What follows belongs to an exercise in optimizing a design on an open flow for small area; a production flow would make more cautious choices.
RTL that was checked went through simulation tests only; none was proved equivalent to the original.

==> module fir_mac_serial, before the edit <==
module fir_mac_serial (
  input  logic               clk,
  input  logic               reset,
  input  logic               in_valid_i,
  output logic               in_ready_o,
  input  logic signed [15:0] in_data_i,
  input  logic               coef_we_i,
  input  logic [3:0]         coef_addr_i,
  input  logic signed [15:0] coef_data_i,
  output logic               coef_err_o,
  output logic               out_valid_o,
  output logic signed [15:0] out_data_o,
  output logic               busy_o
);
  localparam logic [2:0] S_INIT = 3'd0, S_IDLE = 3'd1, S_PEND = 3'd2,
                         S_WAIT = 3'd3, S_COMP = 3'd4, S_NEG = 3'd5,
                         S_OUTV = 3'd6;
  logic [2:0]   st;
  logic [7:0]   t;
  logic [3:0]   nb, bm;
  assign bm = ~nb;
  logic         cerr;
  logic [255:0] hq;
  logic [15:0]  xq [0:15];
  logic [20:0]  r;
  logic         hb;
  logic init, idle, pend, wait_s, comp, neg, outv;
  assign init   = (st == S_INIT);
  assign idle   = (st == S_IDLE);
  assign pend   = (st == S_PEND);
  assign wait_s = (st == S_WAIT);
  assign comp   = (st == S_COMP);
  assign neg    = (st == S_NEG);
  assign outv   = (st == S_OUTV);
  logic wr_ph, wr, acc;
  assign wr_ph      = thf && (t[3:0] == coef_addr_i);
  assign in_ready_o = idle && (!coef_we_i || wr_ph);
  assign busy_o     = !in_ready_o;
  assign wr         = coef_we_i && in_ready_o;
  assign acc        = in_valid_i && in_ready_o;
  logic k15, th0, thf;
  assign k15 = (t[3:0] == bm);
  assign th0 = (t[7:4] == 4'h0);
  assign thf = (t[7:4] == 4'hf);
  logic mac, shift, ins;
  logic [20:0] rm, add, sum;
  assign mac   = comp || neg;
  assign shift = comp && k15;
  assign rm    = (mac || pend) ? r : 21'd0;
  logic [15:0] xo;
  assign xo    = ({16{idle}} & in_data_i) | ({16{mac && hb}} & (xq[0] ^ {16{neg}})) |
                 {1'b0, wait_s, 14'd0};
  assign add   = {{5{xo[15]}}, xo};
  assign ins   = init || (pend && k15);
  logic [16:0] cy;
  assign cy[0] = neg && hb;
  for (genvar b = 0; b < 16; b++) begin : g_add
    assign sum[b]  = rm[b] ^ add[b] ^ cy[b];
    assign cy[b+1] = (rm[b] & add[b]) | (rm[b] & cy[b]) | (add[b] & cy[b]);
  end
  assign sum[20:16] = rm[20:16] + add[20:16] + {4'd0, cy[16]};
  logic [15:0] taps;
  for (genvar i = 0; i < 16; i++) begin : g_tap
    assign taps[i] = hq[(256 - i) % 256];
  end
  always_ff @(posedge clk) begin
    for (int q = 0; q < 255; q++) hq[q] <= hq[q+1];
    for (int m = 0; m < 15; m++) if (wr) hq[16*m+15] <= coef_data_i[m];
    hq[255] <= wr ? coef_data_i[15] : init ? (t == 8'd0) : hq[0];
    hb <= taps[bm];
    for (int s = 0; s < 15; s++) xq[s] <= xq[s+1];
    xq[15] <= ins ? r[15:0] : xq[0];
    r <= shift ? {sum[20], sum[20:1]} : sum;
  end
  always_ff @(posedge clk or posedge reset) begin
    if (reset) begin
      st   <= S_INIT;
      t    <= 8'd0;
      nb   <= 4'h0;
      cerr <= 1'b0;
    end else begin
      t    <= t + 8'd1;
      cerr <= coef_we_i && !in_ready_o;
      case (st)
        S_INIT: if (t == 8'hff) st <= S_IDLE;
        S_IDLE: if (acc) st <= S_PEND;
        S_PEND: if (k15) begin
          st <= S_WAIT;
          nb <= nb + 4'd1;
        end
        S_WAIT: if (k15 && th0) st <= S_COMP;
        S_COMP: if (k15 && thf) st <= S_NEG;
        S_NEG:  if (k15) st <= S_OUTV;
        default: st <= S_IDLE;
      endcase
    end
  end
  logic ovf;
  assign ovf         = !((&r[20:15]) || !(|r[20:15]));
  assign out_data_o  = ovf ? {r[20], {15{!r[20]}}} : r[15:0];
  assign out_valid_o = outv;
  assign coef_err_o  = cerr;
endmodule
Settings: LEC_CHECK=0, CAP_MARGIN=20, CORE_MARGIN=2, CORE_UTILIZATION=60, SLEW_MARGIN=20; clock period 10.0 ns.
standard.sh (not shown) runs the stock make flow with config.mk's settings and CLKGATE_MAP_FILE= SYNTH_SCRIPT=/design/flow/synth_recipe.tcl, a recipe that flattens the netlist after the stock synthesis.
==> flow/flow/run.sh <==
#!/bin/bash
# The standard layout, with the port buffers made from the smallest buffer cell
# and the clock tree built from fewer, larger sink clusters.
set -euo pipefail
export BUFFER_PORTS_ARGS="-buffer_cell sky130_fd_sc_hd__buf_1"
export CTS_ARGS="-sink_clustering_enable -repair_clock_nets -sink_clustering_size 20 -sink_clustering_max_diameter 60 -buf_list sky130_fd_sc_hd__clkbuf_8 -dont_use_dummy_load"
bash standard.sh > standard.log 2>&1
Edit:
--- a/flow/design.v
+++ b/flow/design.v
@@ -11,89 +11,80 @@
   output logic               out_valid_o,
   output logic signed [15:0] out_data_o,
   output logic               busy_o
 );
   localparam logic [2:0] S_INIT = 3'd0, S_IDLE = 3'd1, S_PEND = 3'd2,
-                         S_WAIT = 3'd3, S_COMP = 3'd4, S_NEG = 3'd5,
-                         S_OUTV = 3'd6;
+                         S_SPLICE = 3'd3, S_WAIT = 3'd4, S_COMP = 3'd5,
+                         S_NEG = 3'd6, S_OUTV = 3'd7;
   logic [2:0]   st;
   logic [7:0]   t;
-  logic [3:0]   nb, bm;
-  assign bm = ~nb;
   logic         cerr;
   logic [255:0] hq;
   logic [15:0]  xq [0:15];
   logic [20:0]  r;
-  logic         hb;
-  logic init, idle, pend, wait_s, comp, neg, outv;
+  logic init, idle, pend, splice, wait_s, comp, neg, outv;
   assign init   = (st == S_INIT);
   assign idle   = (st == S_IDLE);
   assign pend   = (st == S_PEND);
+  assign splice = (st == S_SPLICE);
   assign wait_s = (st == S_WAIT);
   assign comp   = (st == S_COMP);
   assign neg    = (st == S_NEG);
   assign outv   = (st == S_OUTV);
+  logic k15, thd, the, thf;
+  assign k15 = (t[3:0] == 4'hf);
+  assign thd = (t[7:4] == 4'hd);
+  assign the = (t[7:4] == 4'he);
+  assign thf = (t[7:4] == 4'hf);
   logic wr_ph, wr, acc;
   assign wr_ph      = thf && (t[3:0] == coef_addr_i);
   assign in_ready_o = idle && (!coef_we_i || wr_ph);
   assign busy_o     = !in_ready_o;
   assign wr         = coef_we_i && in_ready_o;
   assign acc        = in_valid_i && in_ready_o;
-  logic k15, th0, thf;
-  assign k15 = (t[3:0] == bm);
-  assign th0 = (t[7:4] == 4'h0);
-  assign thf = (t[7:4] == 4'hf);
-  logic mac, shift, ins;
+  logic mac, shift;
+  logic [15:0] xo;
   logic [20:0] rm, add, sum;
   assign mac   = comp || neg;
   assign shift = comp && k15;
   assign rm    = (mac || pend) ? r : 21'd0;
-  logic [15:0] xo;
-  assign xo    = ({16{idle}} & in_data_i) | ({16{mac && hb}} & (xq[0] ^ {16{neg}})) |
+  assign xo    = idle ? in_data_i :
+                 ((mac && hq[0]) || splice) ? (xq[0] ^ {16{neg}}) :
                  {1'b0, wait_s, 14'd0};
   assign add   = {{5{xo[15]}}, xo};
-  assign ins   = init || (pend && k15);
   logic [16:0] cy;
-  assign cy[0] = neg && hb;
+  assign cy[0] = neg && hq[0];
   for (genvar b = 0; b < 16; b++) begin : g_add
     assign sum[b]  = rm[b] ^ add[b] ^ cy[b];
     assign cy[b+1] = (rm[b] & add[b]) | (rm[b] & cy[b]) | (add[b] & cy[b]);
   end
   assign sum[20:16] = rm[20:16] + add[20:16] + {4'd0, cy[16]};
-  logic [15:0] taps;
-  for (genvar i = 0; i < 16; i++) begin : g_tap
-    assign taps[i] = hq[(256 - i) % 256];
-  end
   always_ff @(posedge clk) begin
     for (int q = 0; q < 255; q++) hq[q] <= hq[q+1];
     for (int m = 0; m < 15; m++) if (wr) hq[16*m+15] <= coef_data_i[m];
     hq[255] <= wr ? coef_data_i[15] : init ? (t == 8'd0) : hq[0];
-    hb <= taps[bm];
     for (int s = 0; s < 15; s++) xq[s] <= xq[s+1];
-    xq[15] <= ins ? r[15:0] : xq[0];
+    xq[15] <= (init || splice) ? r[15:0] : xq[0];
     r <= shift ? {sum[20], sum[20:1]} : sum;
   end
   always_ff @(posedge clk or posedge reset) begin
     if (reset) begin
       st   <= S_INIT;
       t    <= 8'd0;
-      nb   <= 4'h0;
       cerr <= 1'b0;
     end else begin
       t    <= t + 8'd1;
       cerr <= coef_we_i && !in_ready_o;
       case (st)
-        S_INIT: if (t == 8'hff) st <= S_IDLE;
-        S_IDLE: if (acc) st <= S_PEND;
-        S_PEND: if (k15) begin
-          st <= S_WAIT;
-          nb <= nb + 4'd1;
-        end
-        S_WAIT: if (k15 && th0) st <= S_COMP;
-        S_COMP: if (k15 && thf) st <= S_NEG;
-        S_NEG:  if (k15) st <= S_OUTV;
-        default: st <= S_IDLE;
+        S_INIT:   if (k15 && thf) st <= S_IDLE;
+        S_IDLE:   if (acc) st <= S_PEND;
+        S_PEND:   if (k15 && thd) st <= S_SPLICE;
+        S_SPLICE: if (k15) st <= S_WAIT;
+        S_WAIT:   if (k15) st <= S_COMP;
+        S_COMP:   if (k15 && the) st <= S_NEG;
+        S_NEG:    if (k15) st <= S_OUTV;
+        default:  st <= S_IDLE;
       endcase
     end
   end
   logic ovf;
   assign ovf         = !((&r[20:15]) || !(|r[20:15]));
Outcome: Via count goes down by 2.8%. Register-to-register slack is better by 0.07 ns. Routed wire length goes down by 6.4%. Cell count goes down by 0.32%. Final area goes down by 2.8%. Global-route usage goes down by 0.73 points. Utilization goes down by 0.85 points.
Only the layout flow was run in the first run of this note; the RTL was not checked for function there.

==> port drivers added, routing unchanged <==
Ports are ideal in the flow. The routed layouts listed here were re-timed in OpenROAD.
Step 1: set_driving_cell puts a clkbuf_16 on clk and a buf_2 on each other input, an assumption about the parent block.
Step 2 adds t to the input delays and takes it off the output delays; t is the mean of the earliest and latest rising clock arrival at the registers after step 1. Input paths then give back, and output paths get back, about the clock's delay inside the block.
Slacks: ideal / step 1 / step 2; pairs: ideal / step 1.
run | shift t [ns] | setup WS [ns] | latest minus earliest clock arrival (ns)
the first run | 0.557 | 0.452 / 0.465 / -0.092 | 0.079 / 0.078
the second run | 0.614 | 0.473 / 0.481 / -0.133 | 0.044 / 0.044
Met with ideal ports but missed after step 2: setup timing in the first run and the second run. For the second run, which loses most, drivers alone change the setup slack by +0.008 ns; drivers and shift together by -0.606 ns.
